This design comes from an exercise in tuning for small area, a short achievable clock period and few clock cycles on the open sky130 flow, not from production work.
Only simulation tests tie the RTL to the original design; equivalence was not proved.
No activity file was given, so power comes from the tool's default toggle rates.

## flow/design.v (module list and top-level ports; edited modules follow where they fit)
// module rs_entry_array: 304 lines
// module mul_pp_tree: 1292 lines
// module mul_row_tree: 200 lines
// module alu_exec: 121 lines
// module rs_alu_top: 58 lines
module rs_alu_top (
  input  logic             in_clk,
  input  logic             in_rst,
  input  logic             dispatch_valid,
  input  logic [2:0]       dispatch_op,
  input  logic             src_a_ready,
  input  ooo_pkg::word_t   src_a_value,
  input  ooo_pkg::tag_t    src_a_tag,
  input  logic             src_b_ready,
  input  ooo_pkg::word_t   src_b_value,
  input  ooo_pkg::tag_t    src_b_tag,
  input  logic             flags_ready,
  input  ooo_pkg::nzcv_t   flags_value,
  input  ooo_pkg::tag_t    flags_tag,
  input  logic             set_nzcv,
  input  ooo_pkg::tag_t    dst_tag,
  input  logic             bcast_valid,
  input  ooo_pkg::tag_t    bcast_tag,
  input  ooo_pkg::word_t   bcast_value,
  input  logic             bcast_set_nzcv,
  input  ooo_pkg::nzcv_t   bcast_nzcv,
  input  logic             flush,
  output logic             full,
  output logic             result_valid,
  output ooo_pkg::tag_t    result_tag,
  output ooo_pkg::word_t   result_value,
  output logic             result_set_nzcv,
  output ooo_pkg::nzcv_t   result_nzcv
);
  // ...
==> flow/flow/run.sh <==
#!/bin/bash
set -euo pipefail
bash standard.sh SETUP_SLACK_MARGIN=8 finish > standard_make.log 2>&1
==> flow/standard.sh <==
#!/bin/bash
# synth_recipe.tcl (not shown) runs the flow's synth.tcl, then flattens the netlist and writes it again
# the make line also repeats each setting of config.mk as NAME=value (left out here)
make -C /OpenROAD-flow-scripts/flow DESIGN_CONFIG=/design/flow/config.mk WORK_HOME=/design/flow/orfs CLKGATE_MAP_FILE= SYNTH_SCRIPT=/design/flow/synth_recipe.tcl "${@:-finish}"
==> flow/config.mk <==
export PLATFORM = sky130hd
export DESIGN_NAME = rs_alu_top
export DESIGN_NICKNAME = rs_alu_top
export VERILOG_FILES = /design/flow/design.v
export SDC_FILE = /design/flow/constraint.sdc
export NUM_CORES = 4
export LEC_CHECK = 0
export ABC_CLOCK_PERIOD_IN_PS = 3000
export CAP_MARGIN = 20
export CORE_MARGIN = 2
export CORE_UTILIZATION = 40
export SETUP_SLACK_MARGIN = 5
export SLEW_MARGIN = 20
export TNS_END_PERCENT = 5
==> flow/constraint.sdc <==
create_clock -name core_clock -period 12.0 [get_ports {in_clk}]
set_input_delay 2.4000 -clock core_clock [delete_from_list [all_inputs] [get_ports {in_clk}]]
set_output_delay 2.4000 -clock core_clock [all_outputs]
set_load 0.01 [all_outputs]
==> impl_metrics.json, run 1 <==
{
  "status": "complete, no violations",
  "tap_cells": 2495,
  "fin_util_pct": 47.3,
  "comb_power_w": 0.000828,
  "avgSynthCellArea_um2": 9.86,
  "die-area_mm2": 0.193,
  "worst_slack_ns": 6.79,
  "netlist_area_mm2": 0.0757,
  "track_usage_pct": 32.3,
  "wl_um": 318000,
  "drt_iter0_drc": 9786,
  "coreArea_mm2": 0.188,
  "finalClockSkew_ns": 0.0618,
  "wl_met2_um": 138000,
  "synthMuxAreaShare_pct": 5.12,
  "vdd_drop_max_mv": 0.176,
  "ys_seq_area_share_pct": 42.1,
  "vias": 65000,
  "antenna_found_initial": 24,
  "yosysUniqueCellTypes": 92,
  "multi_input_area_mm2": 0.0407,
  "setup_tns_ns": 0,
  "nFillCells": 17100,
  "diodes": 6,
  "wl_per_cell_um": 30.5,
  "seq_share_pct": 35.8,
  "synth.top_cells.by_count": "nor2_1 (949), edfxtp_1 (796), nand2_1 (654)",
  "swShare_pct": 25.2,
  "fin_area_mm2": 0.0888,
  "pwr.group.sequential_w": 0.00458,
  "syn_nets": 8405,
  "grt_overflow": 0,
  "multi_input_cells": 5317,
  "topRoutingLayerUsed": "met5",
  "period_minus_slack_ns": 5.21,
  "pwr-share-seq_pct": 46.5,
  "n_all_inverters": 557,
  "cap_violations": 0,
  "critPathCapture": "full",
  "syn2layout_area_growth_pct": 17.4,
  "via_per_inst": 6.24
}
Testbench counts, summed over its fixed seeds: cycles 25,834.
==> module rs_entry_array, before the edit <==
module rs_entry_array (
  input  logic             in_clk,
  input  logic             in_rst,
  input  logic             flush,
  input  logic             dispatch_valid,
  input  logic [2:0]       dispatch_op,
  input  logic             src_a_ready,
  input  ooo_pkg::word_t   src_a_value,
  input  ooo_pkg::tag_t    src_a_tag,
  input  logic             src_b_ready,
  input  ooo_pkg::word_t   src_b_value,
  input  ooo_pkg::tag_t    src_b_tag,
  input  logic             flags_ready,
  input  ooo_pkg::nzcv_t   flags_value,
  input  ooo_pkg::tag_t    flags_tag,
  input  logic             set_nzcv,
  input  ooo_pkg::tag_t    dst_tag,
  input  logic             bcast_valid,
  input  ooo_pkg::tag_t    bcast_tag,
  input  ooo_pkg::word_t   bcast_value,
  input  logic             bcast_set_nzcv,
  input  ooo_pkg::nzcv_t   bcast_nzcv,
  input  logic             ib_valid,
  input  ooo_pkg::tag_t    ib_tag,
  input  ooo_pkg::word_t   ib_value,
  input  logic             ib_set_nzcv,
  input  ooo_pkg::nzcv_t   ib_nzcv,
  input  logic             xb_valid,
  input  logic             e_valid,
  input  ooo_pkg::tag_t    xb_tag,
  input  ooo_pkg::word_t   xb_value,
  input  logic             xb_set_nzcv,
  input  ooo_pkg::nzcv_t   xb_nzcv,
  input  logic             res_valid,
  input  ooo_pkg::tag_t    res_tag,
  input  ooo_pkg::word_t   res_value,
  input  logic             res_set_nzcv,
  input  ooo_pkg::nzcv_t   res_nzcv,
  output logic             full,
  output logic             issue,
  output logic             iss_any,
  output logic [2:0]       iss_op,
  output ooo_pkg::word_t   iss_a,
  output ooo_pkg::word_t   iss_b,
  output ooo_pkg::nzcv_t   iss_f,
  output logic             iss_set_nzcv,
  output ooo_pkg::tag_t    iss_dst
);
  localparam int N = ooo_pkg::RS_SIZE;
  logic           accept;
  logic           f_need;
  logic           bq_v;
  ooo_pkg::tag_t  bq_tag;
  ooo_pkg::word_t bq_value;
  logic           bq_set;
  ooo_pkg::nzcv_t bq_nzcv;
  logic           dq_v;
  logic [2:0]     dq_op;
  logic           dq_set;
  ooo_pkg::tag_t  dq_dst;
  logic           dq_a_rdy, dq_b_rdy, dq_f_rdy;
  logic           dq_a_hr, dq_b_hr, dq_f_hr;
  ooo_pkg::tag_t  dq_a_tag, dq_b_tag, dq_f_tag;
  ooo_pkg::word_t dq_a_val, dq_b_val;
  ooo_pkg::nzcv_t dq_f_val;
  assign f_need = set_nzcv || (dispatch_op == 3'd2);
  always_ff @(posedge in_clk) begin
    if (in_rst || flush) begin
      bq_v <= 1'b0;
      dq_v <= 1'b0;
    end else begin
      bq_v <= bcast_valid;
      dq_v <= accept;
    end
  end
  always_ff @(posedge in_clk) begin
    bq_tag <= bcast_tag;
    bq_value <= bcast_value;
    bq_set <= bcast_set_nzcv;
    bq_nzcv <= bcast_nzcv;
    dq_op <= dispatch_op;
    dq_set <= set_nzcv;
    dq_dst <= dst_tag;
    dq_a_tag <= src_a_tag;
    dq_b_tag <= src_b_tag;
    dq_f_tag <= flags_tag;
    dq_a_rdy <= src_a_ready;
    dq_b_rdy <= src_b_ready;
    dq_f_rdy <= flags_ready || !f_need;
    dq_a_hr <= !src_a_ready && res_valid && (src_a_tag == res_tag);
    dq_b_hr <= !src_b_ready && res_valid && (src_b_tag == res_tag);
    dq_f_hr <= !flags_ready && f_need && res_valid && res_set_nzcv && (flags_tag == res_tag);
    dq_a_val <= src_a_ready ? src_a_value : res_value;
    dq_b_val <= src_b_ready ? src_b_value : res_value;
    dq_f_val <= (flags_ready || !f_need) ? flags_value : res_nzcv;
  end
  logic           d_a_rdy, d_b_rdy, d_f_rdy;
  logic           d_a_eq, d_b_eq, d_f_eq;
  ooo_pkg::word_t d_a_val, d_b_val;
  ooo_pkg::nzcv_t d_f_val;
  always_comb begin
    logic hb, hr, hi;
    hb = bq_v && (bq_tag == dq_a_tag);
    hr = res_valid && (res_tag == dq_a_tag);
    hi = ib_valid && (ib_tag == dq_a_tag);
    d_a_rdy = dq_a_rdy || dq_a_hr || hb || hr || hi;
    d_a_val = (dq_a_rdy || dq_a_hr) ? dq_a_val : hb ? bq_value : hr ? res_value : ib_value;
    d_a_eq = e_valid && (dq_a_tag == xb_tag);
    hb = bq_v && (bq_tag == dq_b_tag);
    hr = res_valid && (res_tag == dq_b_tag);
    hi = ib_valid && (ib_tag == dq_b_tag);
    d_b_rdy = dq_b_rdy || dq_b_hr || hb || hr || hi;
    d_b_val = (dq_b_rdy || dq_b_hr) ? dq_b_val : hb ? bq_value : hr ? res_value : ib_value;
    d_b_eq = e_valid && (dq_b_tag == xb_tag);
    hb = bq_v && bq_set && (bq_tag == dq_f_tag);
    hr = res_valid && res_set_nzcv && (res_tag == dq_f_tag);
    hi = ib_valid && ib_set_nzcv && (ib_tag == dq_f_tag);
    d_f_rdy = dq_f_rdy || dq_f_hr || hb || hr || hi;
    d_f_val = (dq_f_rdy || dq_f_hr) ? dq_f_val : hb ? bq_nzcv : hr ? res_nzcv : ib_nzcv;
    d_f_eq = e_valid && xb_set_nzcv && (dq_f_tag == xb_tag);
  end
  logic [N-1:0] ent_v;
  logic [N-1:0] ent_set;
  logic [N-1:0] a_rdy;
  logic [N-1:0] b_rdy;
  logic [N-1:0] f_rdy;
  logic [2:0]             ent_op [N];
  ooo_pkg::tag_t          ent_dst [N];
  ooo_pkg::tag_t          a_tag [N];
  ooo_pkg::tag_t          b_tag [N];
  ooo_pkg::tag_t          f_tag [N];
  ooo_pkg::word_t         a_val [N];
  ooo_pkg::word_t         b_val [N];
  ooo_pkg::nzcv_t         f_val [N];
  logic [N-1:0] a_ib, b_ib, f_ib;
  logic [N-1:0] a_xb, b_xb, f_xb;
  logic [N-1:0] a_e, b_e, f_e;
  logic [N-1:0] a_eq, b_eq, f_eq;
  logic [N-1:0] a_bc, b_bc, f_bc;
  logic [N-1:0] rdy_now;
  logic [N-1:0] sel;
  logic [N-1:0] alloc;
  logic         place;
  always_comb begin
    for (int i = 0; i < N; i++) begin
      a_e[i] = (a_tag[i] == xb_tag);
      b_e[i] = (b_tag[i] == xb_tag);
      f_e[i] = (f_tag[i] == xb_tag);
      a_ib[i] = !a_rdy[i] && a_eq[i];
      b_ib[i] = !b_rdy[i] && b_eq[i];
      f_ib[i] = !f_rdy[i] && f_eq[i];
      a_bc[i] = !a_rdy[i] && bq_v && (a_tag[i] == bq_tag);
      b_bc[i] = !b_rdy[i] && bq_v && (b_tag[i] == bq_tag);
      f_bc[i] = !f_rdy[i] && bq_v && bq_set && (f_tag[i] == bq_tag);
      a_xb[i] = !a_rdy[i] && xb_valid && a_e[i];
      b_xb[i] = !b_rdy[i] && xb_valid && b_e[i];
      f_xb[i] = !f_rdy[i] && xb_valid && xb_set_nzcv && f_e[i];
      rdy_now[i] = ent_v[i] && (a_rdy[i] || a_ib[i] || a_xb[i])
                   && (b_rdy[i] || b_ib[i] || b_xb[i]) && (f_rdy[i] || f_ib[i] || f_xb[i]);
    end
  end
  logic [N-1:0] ord [N];
  logic [N-1:0] older [N];
  always_comb begin
    for (int i = 0; i < N; i++) begin
      for (int j = 0; j < N; j++) begin
        if (i < j) older[i][j] = ord[i][j];
        else if (i > j) older[i][j] = !ord[j][i];
        else older[i][j] = 1'b0;
      end
    end
  end
  always_comb begin
    for (int i = 0; i < N; i++) begin
      logic beaten;
      beaten = 1'b0;
      for (int j = 0; j < N; j++) begin
        if (j != i && rdy_now[j] && older[j][i]) beaten = 1'b1;
      end
      sel[i] = rdy_now[i] && !beaten;
    end
  end
  always_ff @(posedge in_clk) begin
    for (int i = 0; i < N; i++) begin
      for (int j = i + 1; j < N; j++) begin
        if (place && alloc[j]) ord[i][j] <= 1'b1;
        else if (place && alloc[i]) ord[i][j] <= 1'b0;
      end
    end
  end
  always_comb begin
    alloc = '0;
    for (int i = N - 1; i >= 0; i--) begin
      if (!ent_v[i]) alloc = N'(1) << i;
    end
  end
  logic [N-1:0] rdy_early;
  logic         all_v;
  logic         one_free;
  always_comb begin
    for (int i = 0; i < N; i++) begin
      rdy_early[i] = ent_v[i] && (a_rdy[i] || a_eq[i]) && (b_rdy[i] || b_eq[i])
                     && (f_rdy[i] || f_eq[i]);
    end
  end
  assign all_v = &ent_v;
  logic [N-1:0] only_free;
  always_comb begin
    for (int i = 0; i < N; i++) begin
      only_free[i] = 1'b1;
      for (int j = 0; j < N; j++) begin
        if (j == i) only_free[i] = only_free[i] && !ent_v[j];
        else only_free[i] = only_free[i] && ent_v[j];
      end
    end
  end
  assign one_free = |only_free;
  assign full = (all_v || (dq_v && one_free)) && !(|rdy_early);
  assign accept = dispatch_valid && !full && !flush && !in_rst;
  assign place = dq_v && !flush && !in_rst;
  assign iss_any = |rdy_now;
  assign issue = iss_any && !flush && !in_rst;
  always_comb begin
    logic a_fwd, b_fwd, f_fwd;
    logic a_fx, b_fx, f_fx;
    ooo_pkg::word_t a_m, b_m;
    ooo_pkg::nzcv_t f_m;
    iss_op = '0;
    iss_set_nzcv = 1'b0;
    iss_dst = '0;
    a_m = '0;
    b_m = '0;
    f_m = '0;
    a_fwd = 1'b0;
    b_fwd = 1'b0;
    f_fwd = 1'b0;
    a_fx = 1'b0;
    b_fx = 1'b0;
    f_fx = 1'b0;
    for (int i = 0; i < N; i++) begin
      if (sel[i]) begin
        iss_op = iss_op | ent_op[i];
        iss_set_nzcv = iss_set_nzcv | ent_set[i];
        iss_dst = iss_dst | ent_dst[i];
        a_m = a_m | a_val[i];
        b_m = b_m | b_val[i];
        f_m = f_m | f_val[i];
        a_fwd = a_fwd | a_ib[i];
        b_fwd = b_fwd | b_ib[i];
        f_fwd = f_fwd | f_ib[i];
        a_fx = a_fx | a_xb[i];
        b_fx = b_fx | b_xb[i];
        f_fx = f_fx | f_xb[i];
      end
    end
    iss_a = a_fx ? xb_value : a_fwd ? ib_value : a_m;
    iss_b = b_fx ? xb_value : b_fwd ? ib_value : b_m;
    iss_f = f_fx ? xb_nzcv : f_fwd ? ib_nzcv : f_m;
  end
  always_ff @(posedge in_clk) begin
    if (in_rst || flush) begin
      ent_v <= '0;
    end else begin
      for (int i = 0; i < N; i++) begin
        if (issue && sel[i]) ent_v[i] <= 1'b0;
        if (place && alloc[i]) ent_v[i] <= 1'b1;
      end
    end
  end
  always_ff @(posedge in_clk) begin
    for (int i = 0; i < N; i++) begin
      if (alloc[i]) begin
        ent_op[i] <= dq_op;
        ent_set[i] <= dq_set;
        ent_dst[i] <= dq_dst;
        a_tag[i] <= dq_a_tag;
        b_tag[i] <= dq_b_tag;
        f_tag[i] <= dq_f_tag;
        a_eq[i] <= d_a_eq;
        b_eq[i] <= d_b_eq;
        f_eq[i] <= d_f_eq;
        a_rdy[i] <= d_a_rdy;
        b_rdy[i] <= d_b_rdy;
        f_rdy[i] <= d_f_rdy;
        a_val[i] <= d_a_val;
        b_val[i] <= d_b_val;
        f_val[i] <= d_f_val;
      end else begin
        if (a_ib[i]) a_val[i] <= ib_value;
        else if (a_bc[i]) a_val[i] <= bq_value;
        if (b_ib[i]) b_val[i] <= ib_value;
        else if (b_bc[i]) b_val[i] <= bq_value;
        if (f_ib[i]) f_val[i] <= ib_nzcv;
        else if (f_bc[i]) f_val[i] <= bq_nzcv;
        a_eq[i] <= e_valid && a_e[i];
        b_eq[i] <= e_valid && b_e[i];
        f_eq[i] <= e_valid && xb_set_nzcv && f_e[i];
        a_rdy[i] <= a_rdy[i] || a_ib[i] || a_bc[i];
        b_rdy[i] <= b_rdy[i] || b_ib[i] || b_bc[i];
        f_rdy[i] <= f_rdy[i] || f_ib[i] || f_bc[i];
      end
    end
  end
endmodule
==> module alu_exec, before the edit <==
module alu_exec (
  input  logic             in_clk,
  input  logic             in_rst,
  input  logic             flush,
  input  logic             issue,
  input  logic             iss_any,
  input  logic [2:0]       iss_op,
  input  ooo_pkg::word_t   iss_a,
  input  ooo_pkg::word_t   iss_b,
  input  ooo_pkg::nzcv_t   iss_f,
  input  logic             iss_set_nzcv,
  input  ooo_pkg::tag_t    iss_dst,
  output logic             xb_valid,
  output logic             e_valid,
  output ooo_pkg::tag_t    xb_tag,
  output ooo_pkg::word_t   xb_value,
  output logic             xb_set_nzcv,
  output ooo_pkg::nzcv_t   xb_nzcv,
  output logic             ib_valid,
  output ooo_pkg::tag_t    ib_tag,
  output ooo_pkg::word_t   ib_value,
  output logic             ib_set_nzcv,
  output ooo_pkg::nzcv_t   ib_nzcv,
  output logic             result_valid,
  output ooo_pkg::tag_t    result_tag,
  output ooo_pkg::word_t   result_value,
  output logic             result_set_nzcv,
  output ooo_pkg::nzcv_t   result_nzcv
);
  logic           e_v;
  logic           e_mul;
  logic [2:0]     e_op;
  ooo_pkg::word_t e_a;
  ooo_pkg::word_t e_b;
  ooo_pkg::nzcv_t e_f;
  logic           e_set;
  ooo_pkg::tag_t  e_dst;
  logic           f_v;
  logic [127:0]   f_r;
  logic [1:0]     f_cv;
  logic           f_set;
  ooo_pkg::tag_t  f_dst;
  always_ff @(posedge in_clk) begin
    if (in_rst || flush) begin
      e_v <= 1'b0;
      f_v <= 1'b0;
      result_valid <= 1'b0;
    end else begin
      e_v <= issue;
      f_v <= e_v;
      result_valid <= f_v;
    end
  end
  always_ff @(posedge in_clk) begin
    if (iss_any) begin
      e_mul <= (iss_op == 3'd6);
      e_op <= iss_op;
      e_a <= iss_a;
      e_b <= iss_b;
      e_f <= iss_f;
      e_set <= iss_set_nzcv;
      e_dst <= iss_dst;
    end
  end
  logic [127:0] t_r;
  mul_pp_tree u_mul_pp_tree (.a(e_a), .b(e_b), .r(t_r));
  logic                     sub;
  logic                     cin;
  ooo_pkg::word_t           add_b;
  logic [ooo_pkg::WORD_W:0] sum;
  ooo_pkg::word_t           alu_val;
  logic                     arith;
  logic [1:0]               cv;
  logic                     z_add, z_log;
  always_comb begin
    sub = (e_op == 3'd1);
    add_b = sub ? ~e_b : e_b;
    cin = sub || (e_op == 3'd2 && e_f[ooo_pkg::FLAG_C]);
    sum = {1'b0, e_a} + {1'b0, add_b} + {{ooo_pkg::WORD_W{1'b0}}, cin};
    arith = (e_op == 3'd0) || (e_op == 3'd1) || (e_op == 3'd2);
    case (e_op)
      3'd3: alu_val = e_a & e_b;
      3'd4: alu_val = e_a | e_b;
      3'd5: alu_val = e_a ^ e_b;
      default: alu_val = sum[ooo_pkg::WORD_W-1:0];
    endcase
  end
  assign cv = arith ? {sum[ooo_pkg::WORD_W],
                       (e_a[ooo_pkg::WORD_W-1] == add_b[ooo_pkg::WORD_W-1])
                       && (alu_val[ooo_pkg::WORD_W-1] != e_a[ooo_pkg::WORD_W-1])}
                    : e_f[1:0];
  assign z_add = &((e_a ^ add_b) ~^ {e_a[30:0] | add_b[30:0], cin});
  assign z_log = (alu_val == '0);
  assign xb_valid = e_v && !e_mul;
  assign e_valid = e_v;
  assign xb_tag = e_dst;
  assign xb_value = alu_val;
  assign xb_set_nzcv = e_set;
  assign xb_nzcv = {alu_val[ooo_pkg::WORD_W-1], arith ? z_add : z_log, cv};
  always_ff @(posedge in_clk) begin
    f_r <= e_mul ? t_r : {96'd0, alu_val};
    f_cv <= cv;
    f_set <= e_set;
    f_dst <= e_dst;
  end
  ooo_pkg::word_t f_s, f_c;
  mul_row_tree u_mul_row_tree (.r(f_r), .s(f_s), .c(f_c));
  logic z_fin;
  assign z_fin = &((f_s ^ f_c) ~^ {f_s[30:0] | f_c[30:0], 1'b0});
  assign ib_valid = f_v;
  assign ib_tag = f_dst;
  assign ib_value = f_s + f_c;
  assign ib_set_nzcv = f_set;
  assign ib_nzcv = {ib_value[ooo_pkg::WORD_W-1], z_fin, f_cv};
  always_ff @(posedge in_clk) begin
    result_tag <= ib_tag;
    result_value <= ib_value;
    result_set_nzcv <= ib_set_nzcv;
    result_nzcv <= ib_nzcv;
  end
endmodule
==> inputs of run 2 (changes only) <==
--- a/flow/design.v
+++ b/flow/design.v
@@ -78,78 +78,6 @@
   output ooo_pkg::tag_t    iss_dst
 );
   localparam int N = ooo_pkg::RS_SIZE;
-  logic           accept;
-  logic           f_need;
-  logic           bq_v;
-  ooo_pkg::tag_t  bq_tag;
-  ooo_pkg::word_t bq_value;
-  logic           bq_set;
-  ooo_pkg::nzcv_t bq_nzcv;
-  logic           dq_v;
-  logic [2:0]     dq_op;
-  logic           dq_set;
-  ooo_pkg::tag_t  dq_dst;
-  logic           dq_a_rdy, dq_b_rdy, dq_f_rdy;
-  logic           dq_a_hr, dq_b_hr, dq_f_hr;
-  ooo_pkg::tag_t  dq_a_tag, dq_b_tag, dq_f_tag;
-  ooo_pkg::word_t dq_a_val, dq_b_val;
-  ooo_pkg::nzcv_t dq_f_val;
-  assign f_need = set_nzcv || (dispatch_op == 3'd2);
-  always_ff @(posedge in_clk) begin
-    if (in_rst || flush) begin
-      bq_v <= 1'b0;
-      dq_v <= 1'b0;
-    end else begin
-      bq_v <= bcast_valid;
-      dq_v <= accept;
-    end
-  end
-  always_ff @(posedge in_clk) begin
-    bq_tag <= bcast_tag;
-    bq_value <= bcast_value;
-    bq_set <= bcast_set_nzcv;
-    bq_nzcv <= bcast_nzcv;
-    dq_op <= dispatch_op;
-    dq_set <= set_nzcv;
-    dq_dst <= dst_tag;
-    dq_a_tag <= src_a_tag;
-    dq_b_tag <= src_b_tag;
-    dq_f_tag <= flags_tag;
-    dq_a_rdy <= src_a_ready;
-    dq_b_rdy <= src_b_ready;
-    dq_f_rdy <= flags_ready || !f_need;
-    dq_a_hr <= !src_a_ready && res_valid && (src_a_tag == res_tag);
-    dq_b_hr <= !src_b_ready && res_valid && (src_b_tag == res_tag);
-    dq_f_hr <= !flags_ready && f_need && res_valid && res_set_nzcv && (flags_tag == res_tag);
-    dq_a_val <= src_a_ready ? src_a_value : res_value;
-    dq_b_val <= src_b_ready ? src_b_value : res_value;
-    dq_f_val <= (flags_ready || !f_need) ? flags_value : res_nzcv;
-  end
-  logic           d_a_rdy, d_b_rdy, d_f_rdy;
-  logic           d_a_eq, d_b_eq, d_f_eq;
-  ooo_pkg::word_t d_a_val, d_b_val;
-  ooo_pkg::nzcv_t d_f_val;
-  always_comb begin
-    logic hb, hr, hi;
-    hb = bq_v && (bq_tag == dq_a_tag);
-    hr = res_valid && (res_tag == dq_a_tag);
-    hi = ib_valid && (ib_tag == dq_a_tag);
-    d_a_rdy = dq_a_rdy || dq_a_hr || hb || hr || hi;
-    d_a_val = (dq_a_rdy || dq_a_hr) ? dq_a_val : hb ? bq_value : hr ? res_value : ib_value;
-    d_a_eq = e_valid && (dq_a_tag == xb_tag);
-    hb = bq_v && (bq_tag == dq_b_tag);
-    hr = res_valid && (res_tag == dq_b_tag);
-    hi = ib_valid && (ib_tag == dq_b_tag);
-    d_b_rdy = dq_b_rdy || dq_b_hr || hb || hr || hi;
-    d_b_val = (dq_b_rdy || dq_b_hr) ? dq_b_val : hb ? bq_value : hr ? res_value : ib_value;
-    d_b_eq = e_valid && (dq_b_tag == xb_tag);
-    hb = bq_v && bq_set && (bq_tag == dq_f_tag);
-    hr = res_valid && res_set_nzcv && (res_tag == dq_f_tag);
-    hi = ib_valid && ib_set_nzcv && (ib_tag == dq_f_tag);
-    d_f_rdy = dq_f_rdy || dq_f_hr || hb || hr || hi;
-    d_f_val = (dq_f_rdy || dq_f_hr) ? dq_f_val : hb ? bq_nzcv : hr ? res_nzcv : ib_nzcv;
-    d_f_eq = e_valid && xb_set_nzcv && (dq_f_tag == xb_tag);
-  end
   logic [N-1:0] ent_v;
   logic [N-1:0] ent_set;
   logic [N-1:0] a_rdy;
@@ -169,9 +97,10 @@
   logic [N-1:0] a_eq, b_eq, f_eq;
   logic [N-1:0] a_bc, b_bc, f_bc;
   logic [N-1:0] rdy_now;
+  logic [N-1:0] elig;
   logic [N-1:0] sel;
   logic [N-1:0] alloc;
-  logic         place;
+  logic         accept;
   always_comb begin
     for (int i = 0; i < N; i++) begin
       a_e[i] = (a_tag[i] == xb_tag);
@@ -180,14 +109,15 @@
       a_ib[i] = !a_rdy[i] && a_eq[i];
       b_ib[i] = !b_rdy[i] && b_eq[i];
       f_ib[i] = !f_rdy[i] && f_eq[i];
-      a_bc[i] = !a_rdy[i] && bq_v && (a_tag[i] == bq_tag);
-      b_bc[i] = !b_rdy[i] && bq_v && (b_tag[i] == bq_tag);
-      f_bc[i] = !f_rdy[i] && bq_v && bq_set && (f_tag[i] == bq_tag);
+      a_bc[i] = !a_rdy[i] && bcast_valid && (a_tag[i] == bcast_tag);
+      b_bc[i] = !b_rdy[i] && bcast_valid && (b_tag[i] == bcast_tag);
+      f_bc[i] = !f_rdy[i] && bcast_valid && bcast_set_nzcv && (f_tag[i] == bcast_tag);
       a_xb[i] = !a_rdy[i] && xb_valid && a_e[i];
       b_xb[i] = !b_rdy[i] && xb_valid && b_e[i];
       f_xb[i] = !f_rdy[i] && xb_valid && xb_set_nzcv && f_e[i];
       rdy_now[i] = ent_v[i] && (a_rdy[i] || a_ib[i] || a_xb[i])
                    && (b_rdy[i] || b_ib[i] || b_xb[i]) && (f_rdy[i] || f_ib[i] || f_xb[i]);
+      elig[i] = rdy_now[i];
     end
   end
   logic [N-1:0] ord [N];
@@ -206,50 +136,39 @@
       logic beaten;
       beaten = 1'b0;
       for (int j = 0; j < N; j++) begin
-        if (j != i && rdy_now[j] && older[j][i]) beaten = 1'b1;
+        if (j != i && elig[j] && older[j][i]) beaten = 1'b1;
       end
-      sel[i] = rdy_now[i] && !beaten;
+      sel[i] = elig[i] && !beaten;
     end
   end
   always_ff @(posedge in_clk) begin
     for (int i = 0; i < N; i++) begin
       for (int j = i + 1; j < N; j++) begin
-        if (place && alloc[j]) ord[i][j] <= 1'b1;
-        else if (place && alloc[i]) ord[i][j] <= 1'b0;
+        if (accept && alloc[j]) ord[i][j] <= 1'b1;
+        else if (accept && alloc[i]) ord[i][j] <= 1'b0;
       end
     end
   end
+  logic [N-1:0] free_low;
+  logic         all_v;
   always_comb begin
-    alloc = '0;
+    free_low = '0;
     for (int i = N - 1; i >= 0; i--) begin
-      if (!ent_v[i]) alloc = N'(1) << i;
+      if (!ent_v[i]) free_low = N'(1) << i;
     end
   end
+  assign all_v = &ent_v;
+  assign alloc = all_v ? sel : free_low;
   logic [N-1:0] rdy_early;
-  logic         all_v;
-  logic         one_free;
   always_comb begin
     for (int i = 0; i < N; i++) begin
       rdy_early[i] = ent_v[i] && (a_rdy[i] || a_eq[i]) && (b_rdy[i] || b_eq[i])
                      && (f_rdy[i] || f_eq[i]);
     end
   end
-  assign all_v = &ent_v;
-  logic [N-1:0] only_free;
-  always_comb begin
-    for (int i = 0; i < N; i++) begin
-      only_free[i] = 1'b1;
-      for (int j = 0; j < N; j++) begin
-        if (j == i) only_free[i] = only_free[i] && !ent_v[j];
-        else only_free[i] = only_free[i] && ent_v[j];
-      end
-    end
-  end
-  assign one_free = |only_free;
-  assign full = (all_v || (dq_v && one_free)) && !(|rdy_early);
+  assign full = all_v && !(|rdy_early);
   assign accept = dispatch_valid && !full && !flush && !in_rst;
-  assign place = dq_v && !flush && !in_rst;
-  assign iss_any = |rdy_now;
+  assign iss_any = |elig;
   assign issue = iss_any && !flush && !in_rst;
   always_comb begin
     logic a_fwd, b_fwd, f_fwd;
@@ -284,32 +203,60 @@
         f_fx = f_fx | f_xb[i];
       end
     end
-    iss_a = a_fx ? xb_value : a_fwd ? ib_value : a_m;
-    iss_b = b_fx ? xb_value : b_fwd ? ib_value : b_m;
-    iss_f = f_fx ? xb_nzcv : f_fwd ? ib_nzcv : f_m;
+    iss_a = a_fwd ? ib_value : a_fx ? xb_value : a_m;
+    iss_b = b_fwd ? ib_value : b_fx ? xb_value : b_m;
+    iss_f = f_fwd ? ib_nzcv : f_fx ? xb_nzcv : f_m;
   end
+  logic           d_f_need;
+  logic           d_a_rdy, d_b_rdy, d_f_rdy;
+  ooo_pkg::word_t d_a_val, d_b_val;
+  ooo_pkg::nzcv_t d_f_val;
+  assign d_f_need = set_nzcv || (dispatch_op == 3'd2);
+  logic d_a_bc, d_a_rs, d_a_ib;
+  logic d_b_bc, d_b_rs, d_b_ib;
+  logic d_f_bc, d_f_rs, d_f_ib;
+  assign d_a_bc = bcast_valid && (bcast_tag == src_a_tag);
+  assign d_a_rs = res_valid && (res_tag == src_a_tag);
+  assign d_a_ib = ib_valid && (ib_tag == src_a_tag);
+  assign d_a_rdy = src_a_ready || d_a_bc || d_a_rs || d_a_ib;
+  assign d_a_val = (src_a_ready || d_a_bc || d_a_rs)
+                   ? (src_a_ready ? src_a_value : d_a_bc ? bcast_value : res_value) : ib_value;
+  assign d_b_bc = bcast_valid && (bcast_tag == src_b_tag);
+  assign d_b_rs = res_valid && (res_tag == src_b_tag);
+  assign d_b_ib = ib_valid && (ib_tag == src_b_tag);
+  assign d_b_rdy = src_b_ready || d_b_bc || d_b_rs || d_b_ib;
+  assign d_b_val = (src_b_ready || d_b_bc || d_b_rs)
+                   ? (src_b_ready ? src_b_value : d_b_bc ? bcast_value : res_value) : ib_value;
+  logic d_f_in;
+  assign d_f_in = flags_ready || !d_f_need;
+  assign d_f_bc = bcast_valid && bcast_set_nzcv && (bcast_tag == flags_tag);
+  assign d_f_rs = res_valid && res_set_nzcv && (res_tag == flags_tag);
+  assign d_f_ib = ib_valid && ib_set_nzcv && (ib_tag == flags_tag);
+  assign d_f_rdy = d_f_in || d_f_bc || d_f_rs || d_f_ib;
+  assign d_f_val = (d_f_in || d_f_bc || d_f_rs)
+                   ? (d_f_in ? flags_value : d_f_bc ? bcast_nzcv : res_nzcv) : ib_nzcv;
   always_ff @(posedge in_clk) begin
     if (in_rst || flush) begin
       ent_v <= '0;
     end else begin
       for (int i = 0; i < N; i++) begin
         if (issue && sel[i]) ent_v[i] <= 1'b0;
-        if (place && alloc[i]) ent_v[i] <= 1'b1;
+        if (accept && alloc[i]) ent_v[i] <= 1'b1;
       end
     end
   end
   always_ff @(posedge in_clk) begin
     for (int i = 0; i < N; i++) begin
       if (alloc[i]) begin
-        ent_op[i] <= dq_op;
-        ent_set[i] <= dq_set;
-        ent_dst[i] <= dq_dst;
-        a_tag[i] <= dq_a_tag;
-        b_tag[i] <= dq_b_tag;
-        f_tag[i] <= dq_f_tag;
-        a_eq[i] <= d_a_eq;
-        b_eq[i] <= d_b_eq;
-        f_eq[i] <= d_f_eq;
+        ent_op[i] <= dispatch_op;
+        ent_set[i] <= set_nzcv;
+        ent_dst[i] <= dst_tag;
+        a_tag[i] <= src_a_tag;
+        b_tag[i] <= src_b_tag;
+        f_tag[i] <= flags_tag;
+        a_eq[i] <= !src_a_ready && e_valid && (src_a_tag == xb_tag);
+        b_eq[i] <= !src_b_ready && e_valid && (src_b_tag == xb_tag);
+        f_eq[i] <= e_valid && xb_set_nzcv && (flags_tag == xb_tag);
         a_rdy[i] <= d_a_rdy;
         b_rdy[i] <= d_b_rdy;
         f_rdy[i] <= d_f_rdy;
@@ -318,11 +265,11 @@
         f_val[i] <= d_f_val;
       end else begin
         if (a_ib[i]) a_val[i] <= ib_value;
-        else if (a_bc[i]) a_val[i] <= bq_value;
+        else if (a_bc[i]) a_val[i] <= bcast_value;
         if (b_ib[i]) b_val[i] <= ib_value;
-        else if (b_bc[i]) b_val[i] <= bq_value;
+        else if (b_bc[i]) b_val[i] <= bcast_value;
         if (f_ib[i]) f_val[i] <= ib_nzcv;
-        else if (f_bc[i]) f_val[i] <= bq_nzcv;
+        else if (f_bc[i]) f_val[i] <= bcast_nzcv;
         a_eq[i] <= e_valid && a_e[i];
         b_eq[i] <= e_valid && b_e[i];
         f_eq[i] <= e_valid && xb_set_nzcv && f_e[i];
@@ -1879,15 +1826,13 @@
     end
   end
   always_ff @(posedge in_clk) begin
-    if (iss_any) begin
-      e_mul <= (iss_op == 3'd6);
-      e_op <= iss_op;
-      e_a <= iss_a;
-      e_b <= iss_b;
-      e_f <= iss_f;
-      e_set <= iss_set_nzcv;
-      e_dst <= iss_dst;
-    end
+    e_mul <= (iss_op == 3'd6);
+    e_op <= iss_op;
+    e_a <= iss_a;
+    e_b <= iss_b;
+    e_f <= iss_f;
+    e_set <= iss_set_nzcv;
+    e_dst <= iss_dst;
   end
   logic [127:0] t_r;
   mul_pp_tree u_mul_pp_tree (.a(e_a), .b(e_b), .r(t_r));
==> flow/flow/run.sh (replaced) <==
#!/bin/bash
set -euo pipefail
bash standard.sh SETUP_SLACK_MARGIN=7 "BUFFER_PORTS_ARGS=-buffer_cell sky130_fd_sc_hd__buf_2" finish > standard_make.log 2>&1
==> run 2 against run 1 <==
Clock skew fell by 0.031 ns. Largest cell class unchanged. Final cell count shrank 3.1%. Critical path depth increased by 2. Still clean.
==> impl_metrics.json, run 2 <==
{
  "layout_common_cells": "nor2_1 (1023), nand2_1 (783), edfxtp_1 (720), a21oi_1 (604), inv_1 (478)",
  "grt_pass1_wl_um": 438000,
  "async_flop_share_pct": 0,
  "multi_input_area_mm2": 0.0402,
  "status": "complete, no violations",
  "netlist_area_mm2": 0.0721,
  "place_ws_ns": 5.25,
  "gp_congestion": 1.01,
  "min_period_over_period_pct": 43.7,
  "cts_buffers": 116,
  "avgSynthCellArea_um2": 9.30,
  "relSlewSlack_pct": 16.1,
  "num_io_pins": 186,
  "grt_overflow": 0,
  "synthCells": 7751,
  "die-area_mm2": 0.184,
  "ant_nets": 0,
  "tightest_slew_ns": 1.26,
  "syn_nets": 8484,
  "yosys.area.top_type_share_pct": 30.0,
  "finalMaxSlewViolations": 0,
  "hold_viol_final": 0,
  "ys_warn_count": 12,
  "die_y_um": 429,
  "worstPathArrival_ns": 5.90,
  "dp.final_hpwl_um": 199000,
  "antenna_found_initial": 27,
  "wl_per_cell_um": 30.8,
  "stdcell_count": 10100,
  "p_leak_nw": 30.1,
  "portBuffers": 181,
  "setup_tns_ns": 0,
  "crit_path_end_kind": "flip-flop",
  "grt_start_max_net_pins": 75,
  "fp-row-count": 155,
  "cts_sinks": 1054,
  "track_usage_pct": 32.9,
  "cap_violations": 0,
  "start_util_pct": 40.3,
  "firstDrtPassIters": 8,
  "vias": 63700,
  "path_clk_slew_ns": 0.06,
  "coreArea_mm2": 0.179,
  "nFillCells": 17000,
  "synth_most_common_cell": "nor2_1",
  "seq_area_mm2": 0.0283,
  "cts_hold_buffers": 0,
  "hp-class": "reg -> reg",
  "cts_max_level": 3,
  "placed_cells": 9846,
  "insertion_delay_ns": 0.78,
  "period_minus_slack_ns": 5.24,
  "reg.largest.list": "u_entry_array.a_val: 256 flops, u_entry_array.b_val: 256 flops, u_alu_exec.f_r: 122 flops",
  "fin_hold_ws_ns": 0.394,
  "drt_iter0_drc": 9563,
  "grt_pass1_vias": 60400,
  "cp.required_ns": 12.66,
  "ys_seq_area_share_pct": 39.3,
  "tritoncts": "done",
  "placed_area_mm2": 0.0754,
  "via_per_inst": 6.31,
  "die_w_um": 429,
  "clock_path_buffers": 3,
  "grt_setup_unrepaired": "yes",
  "drc": 0,
  "synth.top_cells.by_count": "nor2_1 (1027), nand2_1 (792), edfxtp_1 (720)",
  "setup_viol": 0,
  "syn2layout_area_growth_pct": 11.5,
  "cts-root-buf": "clkbuf_16",
  "wl_um": 311000,
  "fin_area_mm2": 0.0804,
  "drive_above_1_share_pct": 10.9,
  "cellPowerDensity_mw_per_mm2": 110,
  "ys_seq_elements": 1054,
  "yosysUniqueCellTypes": 104,
  "layout.nets": 8365,
  "synth.largest_area_cell": "edfxtp_1",
  "worst_slack_ns": 6.76,
  "critical_path_class": "reg -> reg",
  "layout_commonest_cell": "nor2_1",
  "finalClockSkew_ns": 0.0306,
  "start_kind": "flip-flop",
  "synth-edff-count": 720,
  "synth.area.top_cells": "edfxtp_1 (30%), fa_1 (11%), dfxtp_1 (9.3%)",
  "vdd_drop_max_mv": 0.120,
  "synth_flop_cell": "edfxtp_1",
  "worst-path-max-fanout": 53,
  "fmaxAchievable_ghz": 0.191
}
[run 2: cell types whose count changed in the layout (fill, tap and decap cells not counted), sizes merged, moves of 37 or more]
cell           before   now
dfxtp             396   334
a21oi             485   631
inv               535   496
nand2             655   793
nand4              20    57
edfxtp            796   720
a31oi              34   119
o211a               0    49
mux2              284    16
o21ai             378   231
and3               26    87
a211oi            323   221
clkdlybuf4s50     178     0
nor2              950  1027
[run 2: cell type report]
class,instances,share of cell area (%)
Clock inverter,65,0.914
Multi-Input combinational cell,5540,50.0
Antenna cell,12,0.0374
Tap cell,2355,3.67
Timing Repair Buffer,405,3.62
Clock buffer,151,4.00
Inverter,515,2.50
Sequential cell,1054,35.3
[run 2: path summary, 6_finish.rpt]
check / from / endpoint / slack [ns] / depth (start not counted)
worst min register to register: u_alu_exec.f_set$_DFF_P_ / u_alu_exec.result_set_nzcv$_DFF_P_ / 0.39 / 0
worst max register to register: u_alu_exec.e_mul$_DFF_P_ / u_alu_exec.e_a[1]$_DFF_P_ / 6.76 / 15
worst min-delay path: u_alu_exec.f_set$_DFF_P_ / u_alu_exec.result_set_nzcv$_DFF_P_ / 0.39 / 0
worst max-delay path: u_alu_exec.e_mul$_DFF_P_ / u_alu_exec.e_a[1]$_DFF_P_ / 6.76 / 15
[run 2: metrics by stage]
stage | power, W | util [%]
after global placement | 0.00500 | 42.1
after global routing | 0.00901 | 44.9
final | 0.00881 | 44.9
after floorplan | 0.00464 | -
after detailed placement | 0.00502 | 42.2
after CTS | 0.00878 | 44.7
[run 2: layer usage]
layer	global-route usage (%)	share of wire, %	vias up
met5	0	0.052	-
met4	21.9	8.0	24
met3	7.56	12	1037
met2	48.6	42	4660
met1	43.0	37	31100
li1	-	-	26800
[run 2: power breakdown]
part	internal [W]	switching (W)	leakage (nW)
clock	0.00220	0.00161	1.95
combinational	0.000287	0.000662	18.8
sequential	0.00398	0.0000677	9.37
total	0.00647	0.00234	30.1
[run 2: kinds of logic (layout without fill, tap and decap cells)]
family,count (synthesis),after routing,share of synthesized area [%]
compound gates,1867,1867,17.2
buf+inv,1161,1136,6.39
fa+ha+maj,591,591,14.5
other cells,0,12,0
xor+xnor,461,461,5.61
mux,102,102,1.44
flops,1054,1054,39.3
simple gates,2515,2519,15.5
[run 2: critical path: stages, from the launching register on]
cell	delay, ns
dfxtp_4	0.40
buf_8	0.22
inv_2	0.09
buf_6	0.40
o21ai_0	0.23
or2_2	0.31
nor4bb_1	0.82
a2111oi_1	0.13
buf_4	0.24
nand2_1	0.18
o32ai_2	0.14
a2111oi_4	0.41
buf_4	0.44
buf_6	0.41
nand4_2	0.36
a31o_1	0.33
[run 2: timing repair]
| item | in CTS | in global routing |
|---|---|---|
| pin swaps | 9 | 8 |
| cloned | 3 | 4 |
| endpoints found under the setup margin | 1041 | 494 |
| gates resized for setup | 123 | 56 |
| setup buffers | 13 | 3 |
Testbench counts of run 2, summed over its fixed seeds: cycles 25,331.
==> inputs of run 3 (changes only) <==
--- a/flow/design.v
+++ b/flow/design.v
@@ -166,7 +166,23 @@
                      && (f_rdy[i] || f_eq[i]);
     end
   end
-  assign full = all_v && !(|rdy_early);
+  logic         full_q;
+  logic [N-1:0] ent_v_n;
+  logic [N-1:0] rdy_early_n;
+  always_comb begin
+    for (int i = 0; i < N; i++) begin
+      if (in_rst || flush) ent_v_n[i] = 1'b0;
+      else ent_v_n[i] = (ent_v[i] && !(issue && sel[i])) || (accept && alloc[i]);
+      rdy_early_n[i] = ent_v_n[i] && !alloc[i]
+                       && (a_rdy[i] || a_eq[i] || a_bc[i] || (e_valid && a_e[i]))
+                       && (b_rdy[i] || b_eq[i] || b_bc[i] || (e_valid && b_e[i]))
+                       && (f_rdy[i] || f_eq[i] || f_bc[i] || (e_valid && xb_set_nzcv && f_e[i]));
+    end
+  end
+  always_ff @(posedge in_clk) begin
+    full_q <= (&ent_v_n) && !(|rdy_early_n);
+  end
+  assign full = full_q;
   assign accept = dispatch_valid && !full && !flush && !in_rst;
   assign iss_any = |elig;
   assign issue = iss_any && !flush && !in_rst;
@@ -236,14 +252,7 @@
   assign d_f_val = (d_f_in || d_f_bc || d_f_rs)
                    ? (d_f_in ? flags_value : d_f_bc ? bcast_nzcv : res_nzcv) : ib_nzcv;
   always_ff @(posedge in_clk) begin
-    if (in_rst || flush) begin
-      ent_v <= '0;
-    end else begin
-      for (int i = 0; i < N; i++) begin
-        if (issue && sel[i]) ent_v[i] <= 1'b0;
-        if (accept && alloc[i]) ent_v[i] <= 1'b1;
-      end
-    end
+    ent_v <= ent_v_n;
   end
   always_ff @(posedge in_clk) begin
     for (int i = 0; i < N; i++) begin
@@ -1777,7 +1786,6 @@
   input  logic             in_rst,
   input  logic             flush,
   input  logic             issue,
-  input  logic             iss_any,
   input  logic [2:0]       iss_op,
   input  ooo_pkg::word_t   iss_a,
   input  ooo_pkg::word_t   iss_b,
@@ -1803,6 +1811,9 @@
 );
   logic           e_v;
   logic           e_mul;
+  logic           e_sub;
+  logic           e_adc;
+  logic           e_arith;
   logic [2:0]     e_op;
   ooo_pkg::word_t e_a;
   ooo_pkg::word_t e_b;
@@ -1827,6 +1838,9 @@
   end
   always_ff @(posedge in_clk) begin
     e_mul <= (iss_op == 3'd6);
+    e_sub <= (iss_op == 3'd1);
+    e_adc <= (iss_op == 3'd2);
+    e_arith <= (iss_op == 3'd0) || (iss_op == 3'd1) || (iss_op == 3'd2);
     e_op <= iss_op;
     e_a <= iss_a;
     e_b <= iss_b;
@@ -1844,12 +1858,14 @@
   logic                     arith;
   logic [1:0]               cv;
   logic                     z_add, z_log;
+  logic [ooo_pkg::WORD_W+1:0] sum_x;
   always_comb begin
-    sub = (e_op == 3'd1);
+    sub = e_sub;
     add_b = sub ? ~e_b : e_b;
-    cin = sub || (e_op == 3'd2 && e_f[ooo_pkg::FLAG_C]);
-    sum = {1'b0, e_a} + {1'b0, add_b} + {{ooo_pkg::WORD_W{1'b0}}, cin};
-    arith = (e_op == 3'd0) || (e_op == 3'd1) || (e_op == 3'd2);
+    cin = sub || (e_adc && e_f[ooo_pkg::FLAG_C]);
+    sum_x = {1'b0, e_a, 1'b1} + {1'b0, add_b, cin};
+    sum = sum_x[ooo_pkg::WORD_W+1:1];
+    arith = e_arith;
     case (e_op)
       3'd3: alu_val = e_a & e_b;
       3'd4: alu_val = e_a | e_b;
==> flow/flow/run.sh (replaced) <==
#!/bin/bash
set -euo pipefail
bash standard.sh SETUP_SLACK_MARGIN=7.2 "BUFFER_PORTS_ARGS=-buffer_cell sky130_fd_sc_hd__buf_2" finish > standard_make.log 2>&1
--- a/flow/config.mk
+++ b/flow/config.mk
@@ -9,6 +9,8 @@
 export CAP_MARGIN = 20
 export CORE_MARGIN = 2
 export CORE_UTILIZATION = 40
+export CTS_CLUSTER_DIAMETER = 100
+export CTS_CLUSTER_SIZE = 20
 export SETUP_SLACK_MARGIN = 5
 export SLEW_MARGIN = 20
 export TNS_END_PERCENT = 5
==> run 3 against run 2 <==
Combinational power decreased by 49%. Global-route usage shrank 2.4 points. Die area up 0.26%. Maximum frequency up 4.6%. Core utilization fell by 1.2 points. Sequential power decreased by 2%. Final cell count is 2.4% lower. First-iteration DRC count fell by 11%. Critical path type is now in -> reg. Largest power group unchanged.
==> impl_metrics.json, run 3 <==
{
  "period_minus_slack_ns": 5.01,
  "cts_sinks": 1058,
  "setup_tns_ns": 0,
  "yosysUniqueCellTypes": 108,
  "setup_viol": 0,
  "layout_common_cells": "nor2_1 (966), edfxtp_1 (720), a21oi_1 (684), nand2_1 (574), inv_1 (486)",
  "die_y_um": 429,
  "synth-edff-count": 720,
  "nFillCells": 17100,
  "min_period_over_period_pct": 41.7,
  "path_clk_slew_ns": 0.09,
  "start_util_pct": 40.1,
  "grt_pass1_vias": 57700,
  "grt_pass1_wl_um": 412000,
  "relSlewSlack_pct": 23.9,
  "ant_nets": 0,
  "synth.top_cells.by_count": "nor2_1 (971), a21oi_1 (731), edfxtp_1 (720)",
  "ys_seq_elements": 1058,
  "multi_input_area_mm2": 0.0402,
  "finalMaxSlewViolations": 0,
  "cpMostUsedCell": "a21oi_1",
  "synth_flop_cell": "edfxtp_1",
  "crit_slowest_cell": "o21ai_0",
  "worst_slack_ns": 6.99,
  "drt_iter0_drc": 8531,
  "topRoutingLayerUsed": "met5",
  "vias": 61100,
  "wl_per_cell_um": 29.6,
  "clock_path_buffers": 3,
  "placed_area_mm2": 0.0752,
  "syn2layout_area_growth_pct": 9.03,
  "slowest_delay_ns": 0.86,
  "die_w_um": 429,
  "wl_met1_um": 112000,
  "start_kind": "input port",
  "met3_length_um": 32600,
  "insertion_delay_ns": 0.75,
  "path_cells": "buf_2 -> buf_6 -> xor2_1 -> nor4_1 -> and3_2 -> buf_8 -> mux2i_1 -> o21ai_0 -> a21oi_1 -> a21oi_1",
  "cts_buffers": 59,
  "grt_overflow": 0,
  "seq_area_mm2": 0.0284,
  "fp-row-count": 156,
  "dp.final_hpwl_um": 183000,
  "ys_seq_area_share_pct": 39.3,
  "num_io_pins": 186,
  "wl_met2_um": 126000,
  "antenna_found_initial": 10,
  "synth.area.top_cells": "edfxtp_1 (30%), fa_1 (11%), dfxtp_1 (9.4%)",
  "synthCells": 7578,
  "status": "complete, no violations",
  "finalClockSkew_ns": 0.0560,
  "drive_above_1_share_pct": 10.7,
  "critical_path_class": "in -> reg",
  "cts_max_level": 2,
  "fmaxAchievable_ghz": 0.200,
  "ys_warn_count": 12,
  "cp.required_ns": 12.58,
  "netlist_area_mm2": 0.0723,
  "grt_start_max_net_pins": 113,
  "layout.nets": 8160,
  "reg.largest.list": "u_entry_array.a_val: 256 flops, u_entry_array.b_val: 256 flops, u_alu_exec.f_r: 122 flops",
  "yosys.area.top_type_share_pct": 29.9,
  "via_per_inst": 6.20,
  "avgSynthCellArea_um2": 9.54,
  "coreArea_mm2": 0.180,
  "cellPowerDensity_mw_per_mm2": 85.2,
  "hold_viol_final": 0,
  "worstPathArrival_ns": 5.59,
  "track_usage_pct": 30.4,
  "synth.largest_area_cell": "edfxtp_1",
  "portBuffers": 181,
  "die-area_mm2": 0.184,
  "p_leak_nw": 28.8,
  "fin_area_mm2": 0.0788,
  "gp_congestion": 0.961,
  "worst-path-max-fanout": 34,
  "firstDrtPassIters": 6,
  "cap_violations": 0,
  "wl_um": 291000,
  "synth_most_common_cell": "nor2_1",
  "fin_util_pct": 43.7,
  "hp-class": "reg -> reg",
  "async_flop_share_pct": 0,
  "cts_hold_buffers": 0,
  "grt_setup_unrepaired": "yes",
  "vdd_drop_max_mv": 0.131,
  "cts-root-buf": "clkbuf_16",
  "syn_nets": 8311,
  "tritoncts": "done",
  "place_ws_ns": 5.88,
  "drc": 0,
  "layout_commonest_cell": "nor2_1",
  "tightest_slew_ns": 1.14,
  "crit_path_end_kind": "flip-flop"
}
-- run 3: power by group --
| group | internal, W | total (W) | switching [W] |
|---|---|---|---|
| Combinational | 0.000161 | 0.000481 | 0.000320 |
| Sequential | 0.00393 | 0.00395 | 0.0000232 |
| Clock | 0.000974 | 0.00229 | 0.00131 |
| Total | 0.00506 | 0.00672 | 0.00165 |
-- run 3: cells by family after synthesis --
family,count (synthesis),share of synthesized area [%]
xor gates and xnor gates,468,5.73
buffers and inverters,1156,6.52
muxes,197,2.79
and+or+nand+nor,2175,13.6
DFF,1058,39.3
AOI/OAI and AO/OA,1933,17.6
adders and majority gates,591,14.5
-- run 3: stage by stage --
stage,hold WS [ns],power [W],instances
floorplan,0.329,0.00431,7578
detailed placement,0.362,0.00448,9675
global route,0.393,0.00686,9847
global placement,0.368,0.00447,9675
finish,0.391,0.00672,9852
CTS,0.389,0.00670,9808
-- run 3: path summary, 6_finish.rpt --
check,startpoint,endpoint,slack [ns],cells past startpoint
min reg2reg,u_alu_exec.f_set$_DFF_P_,u_alu_exec.result_set_nzcv$_DFF_P_,0.39,0
min,u_alu_exec.f_set$_DFF_P_,u_alu_exec.result_set_nzcv$_DFF_P_,0.39,0
max reg2reg,u_alu_exec.e_v$_SDFF_PP0_,u_alu_exec.e_b[20]$_DFF_P_,7.05,13
max,bcast_tag[1],u_entry_array.a_val[1][12]$_DFFE_PP_,6.99,10
-- run 3: critical path, delay by kind of cell --
| family | cells | cell delay [ns] |
|---|---|---|
| xor gates and xnor gates | 1 | 0.12 |
| buffers and inverters | 3 | 0.74 |
| AOI/OAI and AO/OA | 3 | 1.56 |
| and+or+nand+nor | 2 | 0.49 |
| muxes | 1 | 0.14 |
-- run 3: routing by layer --
metal / vias to the layer above / track usage [%]
li1: 26200 / -
met1: 30000 / 40.4
met2: 4012 / 45.8
met3: 892 / 5.86
met4: 8 / 18.8
met5: - / 0
-- run 3: cell type report --
class / count / area share, %
Multi-Input combinational cell: 5365 / 51.0
Sequential cell: 1058 / 36.1
Clock inverter: 4 / 0.0953
Timing Repair inverter: 3 / 0.0318
Inverter: 520 / 2.74
Antenna cell: 6 / 0.0191
Tap cell: 2370 / 3.76
Timing Repair Buffer: 420 / 4.19
Clock buffer: 106 / 2.12
-- run 3: repair_timing --
item                       CTS  global route
pin swaps                   16            29
resized for setup          158           113
gates cloned                 6             7
setup buffers               17            30
setup endpoints to repair  894           604
Testbench counts of run 3, summed over its fixed seeds: cycles 25,394.
==> inputs of run 4 (changes only) <==
==> flow/flow/run.sh (replaced) <==
#!/bin/bash
set -euo pipefail
bash standard.sh SETUP_SLACK_MARGIN=8.0 "BUFFER_PORTS_ARGS=-buffer_cell sky130_fd_sc_hd__buf_2" finish > standard_make.log 2>&1
==> run 4 against run 3 <==
Combinational power increased by 22%. Flip-flop and latch count unchanged. Final cell count increased by 2.7%. Die area unchanged. Hold slack got worse by 0.024 ns. Largest cell class unchanged.
==> impl_metrics.json, run 4 <==
{
  "status": "complete, no violations",
  "async_flop_share_pct": 0,
  "reg.largest.list": "u_entry_array.a_val: 256 flops, u_entry_array.b_val: 256 flops, u_alu_exec.f_r: 122 flops",
  "ys_seq_area_share_pct": 39.3,
  "ant_nets": 0,
  "yosys.area_share.simple_pct": 13.6,
  "synth_xor_area_share_pct": 5.73,
  "synth.largest_area_cell": "edfxtp_1",
  "grt_setup_unrepaired": "yes",
  "drt_iter0_drc": 9934,
  "grt_overflow": 0,
  "setup_viol": 0,
  "multi_input_area_mm2": 0.0414,
  "fin_area_mm2": 0.0842,
  "cap_violations": 0,
  "yosysUniqueCellTypes": 108,
  "period_minus_slack_ns": 4.91,
  "fp-row-count": 156,
  "grt_pass1_vias": 60700,
  "cts_buffers": 67,
  "cts_max_level": 3,
  "ys_warn_count": 12,
  "drive_above_1_share_pct": 16.4,
  "insertion_delay_ns": 0.78,
  "netlist_area_mm2": 0.0723,
  "fmaxAchievable_ghz": 0.204,
  "grt_pass1_wl_um": 438000,
  "num_io_pins": 186,
  "synth.area.top_cells": "edfxtp_1 (30%), fa_1 (11%), dfxtp_1 (9.4%)",
  "cp-startpoint": "bcast_valid",
  "clock_path_buffers": 3,
  "synth_flop_cell": "edfxtp_1",
  "antenna_found_initial": 22,
  "placed_area_mm2": 0.0755,
  "power_w": 0.00712,
  "drc": 0,
  "wl_um": 314000,
  "setup_tns_ns": 0,
  "die_y_um": 429,
  "synth_top_family_by_area": "compound AO/OA/AOI/OAI gates",
  "placed_cells": 9660,
  "dp.final_hpwl_um": 185000,
  "synth-edff-count": 720,
  "grt_start_max_net_pins": 91,
  "relSlewSlack_pct": 21.9,
  "r2r-start": "u_alu_exec.f_r[3]$_DFF_P_",
  "portBuffers": 181,
  "track_usage_pct": 32.9,
  "cts_sinks": 1058,
  "syn2layout_area_growth_pct": 16.4,
  "tritoncts": "done",
  "tightest_slew_ns": 1.16,
  "p_leak_nw": 30.9,
  "seq_area_mm2": 0.0285,
  "cts-root-buf": "clkbuf_16",
  "hold_viol_final": 0,
  "synth_compound_area_share_pct": 17.6,
  "synthCells": 7578,
  "min_period_over_period_pct": 40.9,
  "gp_congestion": 0.955,
  "start_util_pct": 40.1,
  "via_per_inst": 6.34,
  "fin_util_pct": 46.7,
  "min_from": "u_alu_exec.f_set$_DFF_P_",
  "layout_common_cells": "nor2_1 (952), edfxtp_1 (720), a21oi_1 (652), nand2_1 (572), inv_1 (452)",
  "critical_path_class": "in -> reg",
  "vdd_drop_max_mv": 0.100,
  "path_clk_slew_ns": 0.09,
  "worstPathArrival_ns": 5.57,
  "finalMaxSlewViolations": 0,
  "firstDrtPassIters": 10,
  "synth.top_cells.by_count": "nor2_1 (971), a21oi_1 (731), edfxtp_1 (720)",
  "layout.nets": 8407,
  "layout_commonest_cell": "nor2_1",
  "finalClockSkew_ns": 0.0907,
  "synth_most_common_cell": "nor2_1",
  "ys_seq_elements": 1058,
  "syn_nets": 8311,
  "stdcell_count": 10100,
  "synth_adder_area_share_pct": 14.5,
  "hp-class": "reg -> reg",
  "wl_per_cell_um": 31.0,
  "die-area_mm2": 0.184,
  "coreArea_mm2": 0.180,
  "die_w_um": 429,
  "synthMuxAreaShare_pct": 2.79,
  "start_kind": "input port",
  "yosys.area.top_type_share_pct": 29.9,
  "cellPowerDensity_mw_per_mm2": 84.6,
  "avgSynthCellArea_um2": 9.54,
  "nFillCells": 16600,
  "crit_path_end_kind": "flip-flop",
  "rrSetupSlack_ns": 7.14,
  "vias": 64100,
  "cp.required_ns": 12.66,
  "worst-path-max-fanout": 19
}
==> run 4: cell counts after synthesis <==
Identical to the previous run, type by type.
==> run 4: worst max-delay path: stages <==
cell and delay (ns):
buf_2 0.28, nand2_1 0.44, or4_1 0.25, nand2_1 0.09, o21ai_0 0.85, nor3_1 0.22, a22o_1 0.24, a2111oi_0 0.44
and4_1 0.34
==> run 4: metal layers <==
layer  track usage (%)  vias to the layer above  wire, µm
met5             0.286                        -       156
met4              22.8                        8     26000
met3              9.03                     1220     40100
met2              49.6                     4729    135000
met1              40.9                    31400    112000
li1                  -                    26700         -
==> run 4: path summary, 6_finish.rpt <==
check / end / cells after the start
max: u_entry_array.full_q$_DFF_P_ / 9
min: u_alu_exec.result_set_nzcv$_DFF_P_ / 0
max reg2reg: u_entry_array.b_val[5][25]$_DFFE_PP_ / 19
min reg2reg: u_alu_exec.result_set_nzcv$_DFF_P_ / 0
==> run 4: cells by family (layout without fill, tap and decap cells) <==
group	after synthesis	after routing
compound gates	1933	1934
other cells	0	17
simple gates	2175	2177
xor+xnor	468	468
buf+inv	1156	1301
flops	1058	1058
fa+ha+maj	591	591
mux	197	198
==> run 4: what timing repair did <==
| item | in CTS | in global routing |
|---|---|---|
| setup endpoints to repair | 1479 | 1228 |
| pin swaps | 124 | 76 |
| gates resized for setup | 478 | 214 |
| buffers inserted | 158 | 108 |
| hold buffers | 0 | 0 |
| cloned | 42 | 7 |
==> run 4: metrics by stage <==
| step | hold slack [ns] | setup slack, ns |
|---|---|---|
| after floorplan | 0.329 | 7.60 |
| after global placement | 0.358 | 5.51 |
| after detailed placement | 0.354 | 5.46 |
| after CTS | 0.367 | 7.24 |
| after global routing | 0.369 | 7.06 |
| final | 0.366 | 7.09 |
==> run 4: cell type report <==
| cell class | instances | share of cell area, % |
|---|---|---|
| inverter | 520 | 2.64 |
| clock inverter | 16 | 0.327 |
| tap | 2370 | 3.52 |
| antenna | 17 | 0.0506 |
| multi-input combinational | 5368 | 49.2 |
| sequential | 1058 | 33.9 |
| timing repair inverter | 1 | 0.00595 |
| clock buffer | 106 | 2.23 |
| timing repair buffer | 658 | 8.08 |
==> run 4: power breakdown <==
group          internal (W)  switching (W)
Combinational      0.000216       0.000371
Clock               0.00116        0.00143
Sequential          0.00392      0.0000247
==> inputs of run 5 (changes only) <==
==> flow/flow/run.sh (replaced) <==
#!/bin/bash
set -euo pipefail
bash standard.sh SETUP_SLACK_MARGIN=7.6 "BUFFER_PORTS_ARGS=-buffer_cell sky130_fd_sc_hd__buf_2" finish > standard_make.log 2>&1
==> run 5 against run 4 <==
Hold slack better by 0.0035 ns. Clock power is 13% lower. Count of clock-buffer cells in the layout shrank 1. Sequential share of layout area increased by 1.6 points. Total power down 5.7%. Via count shrank 5.7%. Largest power group unchanged. Highest routed layer unchanged.
==> impl_metrics.json, run 5 <==
{
  "coreArea_mm2": 0.180,
  "ys_seq_area_share_pct": 39.3,
  "grt_start_max_net_pins": 94,
  "cp.required_ns": 12.60,
  "vias": 60500,
  "synth.largest_area_cell": "edfxtp_1",
  "tightest_slew_ns": 1.19,
  "ys_warn_count": 12,
  "synthCells": 7578,
  "critPathBufInv": 2,
  "synth-edff-count": 720,
  "synth.top_cells.by_count": "nor2_1 (971), a21oi_1 (731), edfxtp_1 (720)",
  "drc": 0,
  "worst-path-max-fanout": 27,
  "track_usage_pct": 29.7,
  "antenna_found_initial": 15,
  "crit_slowest_cell": "nor4_1",
  "firstDrtPassIters": 10,
  "p_sw_w": 0.00163,
  "cellPowerDensity_mw_per_mm2": 83.7,
  "slowest_delay_ns": 0.55,
  "synth.area.top_cells": "edfxtp_1 (30%), fa_1 (11%), dfxtp_1 (9.4%)",
  "period_minus_slack_ns": 4.82,
  "path_clk_slew_ns": 0.10,
  "syn_nets": 8311,
  "netlist_area_mm2": 0.0723,
  "fmaxAchievable_ghz": 0.208,
  "async_flop_share_pct": 0,
  "wl_um": 281000,
  "gp_congestion": 0.999,
  "placed_area_mm2": 0.0754,
  "p_leak_nw": 29.2,
  "crit_family": "simple AND/OR/NAND/NOR gates",
  "drt_iter0_drc": 7827,
  "ant_nets": 0,
  "combPwrFrac_pct": 7.5,
  "reg.largest.list": "u_entry_array.a_val: 256 flops, u_entry_array.b_val: 256 flops, u_alu_exec.f_r: 122 flops",
  "start_kind": "input port",
  "synth_most_common_cell": "nor2_1",
  "tritoncts": "done",
  "relSlewSlack_pct": 20.5,
  "vdd_drop_max_mv": 0.124,
  "grt_overflow": 0,
  "rrSetupSlack_ns": 7.25,
  "synth_flop_cell": "edfxtp_1",
  "syn2layout_area_growth_pct": 10.9,
  "die_w_um": 429,
  "via_per_inst": 6.09,
  "crit_path_end_kind": "flip-flop",
  "insertion_delay_ns": 0.75,
  "layout_commonest_cell": "nor2_1",
  "layout_common_cells": "nor2_1 (962), edfxtp_1 (720), a21oi_1 (664), nand2_1 (575), inv_1 (473)",
  "fin_area_mm2": 0.0802,
  "cts-root-buf": "clkbuf_16",
  "grt_setup_unrepaired": "yes",
  "cap_violations": 0,
  "cts_sinks": 1058,
  "avgSynthCellArea_um2": 9.54,
  "setup_tns_ns": 0,
  "layout.nets": 8232,
  "grt_pass1_wl_um": 406000,
  "wl_per_cell_um": 28.3,
  "portBuffers": 181,
  "hold_viol_final": 0,
  "power.clock.fraction_pct": 33.7,
  "fp-row-count": 156,
  "dp.final_hpwl_um": 181000,
  "cts_max_level": 2,
  "clock_path_buffers": 3,
  "finalClockSkew_ns": 0.0590,
  "grt_pass1_vias": 58400,
  "finalMaxSlewViolations": 0,
  "path_cells": "buf_2 -> clkbuf_8 -> xor2_1 -> nor4_1 -> nand4_1 -> nand3_1 -> o21ai_0 -> nor3_1 -> a22o_1 -> a2111oi_0 -> and4_1",
  "ys_seq_elements": 1058,
  "fin_hold_ws_ns": 0.370,
  "status": "complete, no violations",
  "swShare_pct": 24.3,
  "drive_above_1_share_pct": 12.8,
  "hp-class": "reg -> reg",
  "start_util_pct": 40.1,
  "min_period_over_period_pct": 40.1,
  "critical_path_class": "in -> reg",
  "pwr-share-seq_pct": 58.8,
  "die_y_um": 429,
  "yosys.area.top_type_share_pct": 29.9,
  "yosysUniqueCellTypes": 108,
  "power_w": 0.00671,
  "die-area_mm2": 0.184,
  "cts_buffers": 60,
  "setup_viol": 0,
  "p_int_w": 0.00508,
  "num_io_pins": 186,
  "worstPathArrival_ns": 5.41
}
-- run 5: cell type report --
class | instances | area, µm²
fillers | 17000 | 100000
flip-flops and latches | 1058 | 28400
multi-input cells | 5367 | 40700
clock inverters | 5 | 61.3
clock buffers | 105 | 1700
inverters | 520 | 2160
well taps | 2370 | 2970
diodes | 13 | 32.5
repair buffers | 492 | 4090
-- run 5: kinds of logic after synthesis --
kind of cell | after synthesis | share of synthesized area [%]
AO/OA/AOI/OAI | 1933 | 17.6
flip-flops | 1058 | 39.3
AND/OR/NAND/NOR | 2175 | 13.6
adder cells (fa/ha/maj) | 591 | 14.5
XOR/XNOR | 468 | 5.73
multiplexers | 197 | 2.79
buffers and inverters | 1156 | 6.52
-- run 5: path summary, 6_finish.rpt --
path                                   start                                    to  cells after the start
setup / recovery                bcast_tag[4]          u_entry_array.full_q$_DFF_P_                     11
hold / removal      u_alu_exec.f_set$_DFF_P_    u_alu_exec.result_set_nzcv$_DFF_P_                      0
setup reg to reg  u_alu_exec.f_r[12]$_DFF_P_  u_entry_array.a_val[1][27]$_DFFE_PP_                     15
hold reg to reg     u_alu_exec.f_set$_DFF_P_    u_alu_exec.result_set_nzcv$_DFF_P_                      0
-- run 5: power by group through the flow --
stage / Clock, W / Sequential [W] / Combinational (W)
after floorplan: 0 / 0.00403 / 0.000291
after global placement: 0 / 0.00403 / 0.000441
after detailed placement: 0 / 0.00403 / 0.000452
after CTS: 0.00227 / 0.00395 / 0.000485
after global routing: 0.00239 / 0.00395 / 0.000538
final: 0.00226 / 0.00395 / 0.000502
-- run 5: layer usage --
metal  global-route usage (%)  wire length [µm]  share of wire [%]  vias to the layer above
li1                         -                 -                  -                    26400
met1                     39.6            109000                 39                    29600
met2                     45.2            123000                 44                     3750
met3                     5.66             30300                 11                      725
met4                     16.6             18500                6.6                       10
met5                    0.338               111              0.040                        -
-- run 5: timing repair --
| action | in CTS | in global routing |
|---|---|---|
| hold buffers | 0 | 0 |
| setup buffers | 62 | 58 |
| gates resized for setup | 298 | 99 |
| gates cloned | 7 | 3 |
| pin swaps | 71 | 45 |
| endpoints found under the setup margin | 1214 | 698 |
-- run 5: stage by stage --
step | setup slack [ns] | util [%] | instances
3_3_place_gp | 5.83 | 41.8 | 9677
2_1_floorplan | 7.26 | - | 7578
6_report | 7.18 | 44.5 | 9930
4_1_cts | 7.28 | 44.0 | 9856
3_5_place_dp | 5.79 | 41.8 | 9677
5_1_grt | 7.15 | 44.5 | 9925

## afterwards: timing with drivers on the ports
No port has a modelled driver above. Below, the same layouts with a new extraction and two added sets of constraints. Step 1: set_driving_cell puts a clkbuf_16 on in_clk and a buf_2 on each other input, an assumption about the parent block. Step 2 times the ports against the registers' clock, not the clock port: input delays grow and output delays shrink by t, the midpoint of the rising clock arrivals with the driver on. a / b / c = no drivers / after step 1 / after step 2; a / b = the first two.
run	shift t [ns]	setup slack, ns	worst register clock-pin slew, ns	worst data-port slew with drivers (ns)
run 1	0.906	6.785 / 6.689 / 7.024	0.06 / 0.06	0.10
run 2	0.856	6.760 / 6.760 / 6.092	0.07 / 0.07	0.22
run 3	0.811	6.990 / 7.052 / 6.248	0.10 / 0.10	0.07
run 4	0.817	7.089 / 7.144 / 6.339	0.10 / 0.10	0.22
run 5	0.820	7.184 / 7.254 / 6.442	0.10 / 0.10	0.12
After both steps setup and hold are still met in every run listed. For run 4, which loses most, drivers alone change the setup slack by +0.055 ns; drivers and shift together by -0.750 ns.
